What follows belongs to an exercise in optimizing a design on an open flow for small area, a short achievable clock period and few clock cycles; a production flow would make more cautious choices.
RTL that was checked went through simulation tests only; none was proved equivalent to the original.
No driver is modelled on the clock port, so clock power and skew are understated where the tree is cut down; a real chip needs a root buffer or a tree.
Power is estimated from default activity; no workload was simulated.

==> inputs of job 6949 <==
## image_dilation_3x3
module image_dilation_3x3
#(
  parameter int COL    = COL_DFLT,
  parameter int ROW    = ROW_DFLT,
  parameter int THRESH = 128
) (
  input  logic       clk,
  input  logic       rst,
  input  logic [7:0] data_in,
  input  logic       in_valid,
  output logic       in_ready,
  output logic [7:0] data_out,
  output logic       w_en,
  output logic       frame_done
);
  localparam int NG    = COL / GRP;           
  localparam int GW    = $clog2(NG);
  localparam int RW    = $clog2(ROW);
  localparam int FD    = 16;                  
  localparam int FW    = $clog2(FD + 1);
  localparam int WRSTG = GRP + 2;             
  localparam logic [1:0] M_IDLE = 2'd0, M_RUN = 2'd1, M_FLUSH = 2'd2;
  function automatic logic [6:0] enc91(input logic [9:0] xb);
    case (xb)
      10'b00000_00000: enc91 = 7'd0;
      10'b00000_00001: enc91 = 7'd1;
      10'b00000_00011: enc91 = 7'd2;
      10'b00000_00111: enc91 = 7'd3;
      10'b00000_01110: enc91 = 7'd4;
      10'b00000_01111: enc91 = 7'd5;
      10'b00000_10000: enc91 = 7'd6;
      10'b00000_10001: enc91 = 7'd7;
      10'b00000_10011: enc91 = 7'd8;
      10'b00000_10111: enc91 = 7'd9;
      10'b00000_11000: enc91 = 7'd10;
      10'b00000_11001: enc91 = 7'd11;
      10'b00000_11011: enc91 = 7'd12;
      10'b00000_11100: enc91 = 7'd13;
      10'b00000_11101: enc91 = 7'd14;
      10'b00000_11110: enc91 = 7'd15;
      10'b00000_11111: enc91 = 7'd16;
      10'b00001_00001: enc91 = 7'd17;
      10'b00001_00011: enc91 = 7'd18;
      10'b00001_00111: enc91 = 7'd19;
      10'b00001_01111: enc91 = 7'd20;
  ...
clock: 5.0 ns
lec_check: 0
abc_clock_period_in_ps: 2000
cap_margin: 20
core_margin: 2
core_utilization: 60
cts_cluster_diameter: 120
cts_cluster_size: 28
place_density: 0.7
setup_slack_margin: 3.3
slew_margin: 20
standard.sh (not shown) runs the stock make flow with config.mk's settings and CLKGATE_MAP_FILE= SYNTH_SCRIPT=/design/flow/synth_recipe.tcl, a recipe that flattens the netlist after the stock synthesis.
==> flow/flow/run.sh <==
#!/bin/bash
# Standard layout (the standard.sh, all ORFS steps), except that the
# clock tree is built by flow/clock_tree.tcl: a balanced two-level tree in
# place of TritonCTS's three levels. The tree is sourced through ORFS's
# PRE_CTS_TCL hook; the CTS step's repair and legalization run as usual.
set -euo pipefail
export PRE_CTS_TCL="$PWD/flow/clock_tree.tcl"
bash standard.sh > standard_flow.log 2>&1
==> flow/flow/clock_tree.tcl <==
# Two-level clock tree built by hand in place of TritonCTS (sourced as
# PRE_CTS_TCL, before the standard CTS step runs its repair and legalizing).
# The clock port feeds NROOT root buffers; each root feeds a share of the
# leaf buffers; each leaf buffer feeds one cluster of about CL_SIZE clock
# pins found by k-means on the placed flip-flops. Every register sits two
# buffers from the port, so the tree is balanced; it is only shallower than
# TritonCTS's three levels.
set cl_size 28
set nroot   4
set buf_name sky130_fd_sc_hd__clkbuf_16

set db    [ord::get_db]
set block [ord::get_db_block]
set bufm  [$db findMaster $buf_name]
set clk   [$block findNet clk]

# clock pins of the registers
set sinks {}
foreach it [$clk getITerms] {
  set inst [$it getInst]
  set bb [$inst getBBox]
  set x [expr {([$bb xMin] + [$bb xMax]) / 2.0}]
  set y [expr {([$bb yMin] + [$bb yMax]) / 2.0}]
  lappend sinks [list $it $x $y]
}
set n [llength $sinks]
set k [expr {max(1, int(ceil(double($n) / $cl_size)))}]
puts "manual CTS: $n sinks, $k clusters"

# k-means, seeded along a sort by (x, y)
set sorted [lsort -real -index 1 $sinks]
set cx {}; set cy {}
for {set c 0} {$c < $k} {incr c} {
  set s [lindex $sorted [expr {int(($c + 0.5) * $n / $k)}]]
  lappend cx [lindex $s 1]; lappend cy [lindex $s 2]
}
for {set iter 0} {$iter < 30} {incr iter} {
  set sx [lrepeat $k 0.0]; set sy [lrepeat $k 0.0]; set sc [lrepeat $k 0]
  set asg {}
  foreach s $sinks {
    set x [lindex $s 1]; set y [lindex $s 2]
    set best 0; set bd 1e30
    for {set c 0} {$c < $k} {incr c} {
      set d [expr {abs($x - [lindex $cx $c]) + abs($y - [lindex $cy $c])}]
      if {$d < $bd} { set bd $d; set best $c }
    }
    lappend asg $best
    lset sx $best [expr {[lindex $sx $best] + $x}]
    lset sy $best [expr {[lindex $sy $best] + $y}]
    lset sc $best [expr {[lindex $sc $best] + 1}]
  }
  for {set c 0} {$c < $k} {incr c} {
    if {[lindex $sc $c] > 0} {
      lset cx $c [expr {[lindex $sx $c] / [lindex $sc $c]}]
      lset cy $c [expr {[lindex $sy $c] / [lindex $sc $c]}]
    }
  }
}

# leaf buffers
set leaves {}
for {set c 0} {$c < $k} {incr c} {
  if {[lindex $sc $c] == 0} { lappend leaves {}; continue }
  set b [odb::dbInst_create $block $bufm "clkbuf_leaf_$c"]
  $b setLocation [expr {int([lindex $cx $c])}] [expr {int([lindex $cy $c])}]
  $b setPlacementStatus PLACED
  set net [odb::dbNet_create $block "clknet_leaf_$c"]
  $net setSigType CLOCK
  [$b findITerm X] connect $net
  lappend leaves $b
}
set i 0
foreach s $sinks {
  set it [lindex $s 0]
  set c [lindex $asg $i]
  $it disconnect
  $it connect [$block findNet "clknet_leaf_$c"]
  incr i
}

# root buffers: split the leaves into nroot groups by angle around their centre
set used {}
set mx 0.0; set my 0.0
for {set c 0} {$c < $k} {incr c} {
  if {[lindex $sc $c] == 0} continue
  lappend used $c
  set mx [expr {$mx + [lindex $cx $c]}]; set my [expr {$my + [lindex $cy $c]}]
}
set nu [llength $used]
set mx [expr {$mx / $nu}]; set my [expr {$my / $nu}]
set ang {}
foreach c $used {
  lappend ang [list $c [expr {atan2([lindex $cy $c] - $my, [lindex $cx $c] - $mx)}]]
}
set ang [lsort -real -index 1 $ang]
set nr [expr {min($nroot, $nu)}]
for {set r 0} {$r < $nr} {incr r} {
  set grp {}
  for {set j [expr {$r * $nu / $nr}]} {$j < ($r + 1) * $nu / $nr} {incr j} {
    lappend grp [lindex [lindex $ang $j] 0]
  }
  set gx 0.0; set gy 0.0
  foreach c $grp { set gx [expr {$gx + [lindex $cx $c]}]; set gy [expr {$gy + [lindex $cy $c]}] }
  set gx [expr {$gx / [llength $grp]}]; set gy [expr {$gy / [llength $grp]}]
  set rb [odb::dbInst_create $block $bufm "clkbuf_root_$r"]
  $rb setLocation [expr {int($gx)}] [expr {int($gy)}]
  $rb setPlacementStatus PLACED
  set rnet [odb::dbNet_create $block "clknet_root_$r"]
  $rnet setSigType CLOCK
  [$rb findITerm X] connect $rnet
  [$rb findITerm A] connect $clk
  foreach c $grp { [[lindex $leaves $c] findITerm A] connect $rnet }
}
$clk setSigType CLOCK

# power pins of the new buffers
global_connect

# the tree is built: the standard CTS command does nothing from here on
proc clock_tree_synthesis {args} {
  puts "clock_tree_synthesis skipped: clock tree built by clock_tree.tcl"
}
==> job 9947: changes against job 6949 <==
--- a/flow/design.v
+++ b/flow/design.v
@@ -43,11 +43,11 @@
   localparam int NG    = COL / GRP;           
   localparam int GW    = $clog2(NG);
   localparam int RW    = $clog2(ROW);
   localparam int FD    = 16;                  
   localparam int FW    = $clog2(FD + 1);
-  localparam int WRSTG = GRP + 2;             
+  localparam int WRSTG = GRP + 1;             
   localparam logic [1:0] M_IDLE = 2'd0, M_RUN = 2'd1, M_FLUSH = 2'd2;
   function automatic logic [6:0] enc91(input logic [9:0] xb);
     case (xb)
       10'b00000_00000: enc91 = 7'd0;
       10'b00000_00001: enc91 = 7'd1;
@@ -252,21 +252,19 @@
   logic [FD-1:0]  fifo_q;                     
   logic           in_ready_q, w_en_q, frame_done_q, dout_q;
   logic           z1_q, z2_q;                 
   logic [GRP-1:0] dx_q, db_q;                 
   logic [GRP-1:0] tx_q, tb_q;                 
-  logic           wr_q, wr2_q;
-  logic [WORD_W-1:0] enc_q;                   
+  logic           wr_q;
   logic [WORD_W-1:0] st_rd;
   line_buffer_1b #(.DEPTH(NG), .W(WORD_W), .WR(WRSTG)) u_store (
-    .clk(clk), .we(wr2_q), .wd(enc_q), .rd(st_rd)
+    .clk(clk), .we(wr_q), .wd(enc91({tx_q, tb_q})), .rd(st_rd)
   );
   logic push, pop, step, emit, flush, idle;
   logic cs0, cslast, last_pix, last_out;
   logic z, h, xo, bo, o;
-  logic [FW-1:0] cnt_d, cnt_inc, cnt_dec;
-  logic          ne_d, full_d;
+  logic [FW-1:0] cnt_d;
   logic [6:0]    wait_d;
   assign flush = (mode_q == M_FLUSH);
   assign idle  = (mode_q == M_IDLE);
   assign push  = in_valid && in_ready_q;
   assign step  = flush || (ne_q && (idle || wz_q));
@@ -279,15 +277,11 @@
   assign h  = (z && !cslast) || z1_q || (z2_q && !cs0);
   assign xo = |(dx_q & ph_q);
   assign bo = |(db_q & ph_q);
   assign o  = (r1_q ? xo : bo) || h;
   assign emit = step && !idle && (flush || !r0_q);
-  assign cnt_inc = cnt_q + 1'b1;
-  assign cnt_dec = cnt_q - 1'b1;
-  assign cnt_d   = (push && !pop) ? cnt_inc : ((pop && !push) ? cnt_dec : cnt_q);
-  assign ne_d    = push || (cnt_q > FW'(1)) || (ne_q && !pop);
-  assign full_d  = !pop && ((cnt_q == FW'(FD)) || (push && cnt_q == FW'(FD - 1)));
+  assign cnt_d  = cnt_q + FW'(push) - FW'(pop);
   assign wait_d = step ? 7'd0 : wait_q + 7'd1;
   assign in_ready   = in_ready_q;
   assign data_out   = dout_q ? PIX_FG : PIX_BG;
   assign w_en       = w_en_q;
   assign frame_done = frame_done_q;
@@ -300,15 +294,12 @@
         fifo_q[i] <= data_in >= 8'(THRESH);
       end
     end
   end
   always_ff @(posedge clk) begin
-    dout_q     <= o;
-    in_ready_q <= !full_d;
+    dout_q <= o;
     wr_q   <= step && ph_q[GRP-1];
-    wr2_q  <= wr_q;
-    enc_q  <= enc91({tx_q, tb_q});
     if (step) begin
       z1_q <= z;
       z2_q <= z1_q;
       for (int i = 0; i < GRP; i = i + 1) begin
         if (ph_q[i]) begin
@@ -332,15 +323,17 @@
       r0_q         <= 1'b0;
       r1_q         <= 1'b0;
       rlast_q      <= 1'b1;
       cnt_q        <= '0;
       ne_q         <= 1'b0;
+      in_ready_q   <= 1'b1;
       w_en_q       <= 1'b0;
       frame_done_q <= 1'b0;
     end else begin
       cnt_q        <= cnt_d;
-      ne_q         <= ne_d;
+      ne_q         <= (cnt_d != '0);
+      in_ready_q   <= (cnt_d != FW'(FD));
       w_en_q       <= emit;
       frame_done_q <= emit && last_out;
       wait_q       <= wait_d;
       wz_q         <= (wait_d == '0);
       if (step) begin
==> flow/run.sh (new file) <==
#!/bin/bash
# synth_recipe.tcl (not shown) runs the flow's synth.tcl, then flattens the netlist and writes it again
# the make line also repeats each setting of config.mk as NAME=value (left out here)
make -C /OpenROAD-flow-scripts/flow DESIGN_CONFIG=/design/flow/config.mk WORK_HOME=/design/flow/orfs CLKGATE_MAP_FILE= SYNTH_SCRIPT=/design/flow/synth_recipe.tcl finish
ABC_CLOCK_PERIOD_IN_PS = not set   (was 2000)
CORE_UTILIZATION = 40   (was 60)
CTS_CLUSTER_DIAMETER = not set   (was 120)
CTS_CLUSTER_SIZE = not set   (was 28)
PLACE_DENSITY = not set   (was 0.7)
SETUP_SLACK_MARGIN = not set   (was 3.3)
removed: flow/flow/run.sh
removed: flow/flow/clock_tree.tcl
removed: flow/standard.sh
==> summary of the runs <==
- Against job 6949, the via count of job 9947 is lower by about 3.3%.
- In job 6949 the routed wire length is larger than in job 9947, by 11%.
- In job 9947 the global-route usage is lower than in job 6949, by 5.7 points.
- Of job 9947 and job 6949, job 9947 has the higher critical path depth (gap 6).
- Against job 6949, the synthesized area of job 9947 is smaller by 1.1%.
- Clock skew: job 9947 is lower than job 6949 (0.028 ns).
- Hold slack: job 6949 is worse than job 9947 (0.011 ns).
- In final area, job 9947 and job 6949 hardly differ.
- Against job 6949, the sequential share of layout area of job 9947 is lower by 0.63 points.
- Between job 9947 and job 6949, the lower worst setup slack is in job 9947 (gap 0.83 ns).
==> figures <==
|  | job 6949 | job 9947 |
|---|---|---|
| Wirelength, routed | 38790 um | 34890 um |
| Met1 routing resource usage after global routing | 26.03% | 16.39% |
| Power share of the sequential group | 62.3% | 51.7% |
| Final cycle utilization of the critical path | 41.35% | 58.02% |
| Clock network power share | 24.6% | 44.2% |
| WP buf/inv | 3 | 6 |
| Req. time, crit path | 5.25 ns | 5.47 ns |
| Actual slew at the worst max-slew pin | 0.5828 ns | 1.046 ns |
| FILL cells | 2741 | 5166 |
| Capture point of the worst path | enc_q[4] | ne_q |
| Final Net Count | 1815 | 1756 |
| Initial cell density of the core | 60.70% | 40.51% |
| Data arrival time of the worst path | 2.32 ns | 3.38 ns |
| Outcome | finished clean | finished clean |
| Overall routing resource usage | 17.18% | 11.46% |
| Clock-pin slew reported for the worst setup and hold paths after clock tree synthesis | 0.11 ns | 0.06 ns |
| Number of cells upsized or downsized after cts | 160 | 0 |
| Vias in the first global route | 11790 | 11680 |
| Avg Vias per Cell | 5.202 | 4.517 |
| Wire length per cell | 16.77 um | 13.55 um |
| Detailed Routing Iterations Pass 1 | 5 | 7 |
| Cell-internal power | 10780 uW | 12460 uW |
Testbench counts of job 6949, summed over its fixed seeds: cycles 1,847,052.
No functional check of the RTL was part of job 9947. In job 6949 the design's own scripts or RTL, not TritonCTS, make the clock network.

static timing again, ports no longer ideal:
Ports are ideal in the flow. The routed layouts listed here were re-timed in OpenROAD.
Step 1: set_driving_cell puts a clkbuf_16 on clk and a buf_2 on each other input, an assumption about the parent block.
Step 2 moves the port delays by t, midway between the first and last clock arrival at a register: inputs arrive t later, outputs are due t later. That takes back most of the time a late clock gives input paths.
a / b / c = ideal / step 1 / step 2; a / b = the first two.
run | shift t [ns] | setup slack, ns | slew at the worst register clock pin (ns) | worst slew at a driven data input, ns
job 6949 | 0.488 | 2.933 / 2.933 / 2.817 | 0.12 / 0.12 | 0.05
job 9947 | 0.653 | 2.099 / 2.099 / 1.704 | 0.07 / 0.07 | 0.03
After both steps every run listed still meets setup and hold. The setup slack of job 9947, which loses most, moves by 0.000 ns with the drivers and by -0.395 ns with both steps.
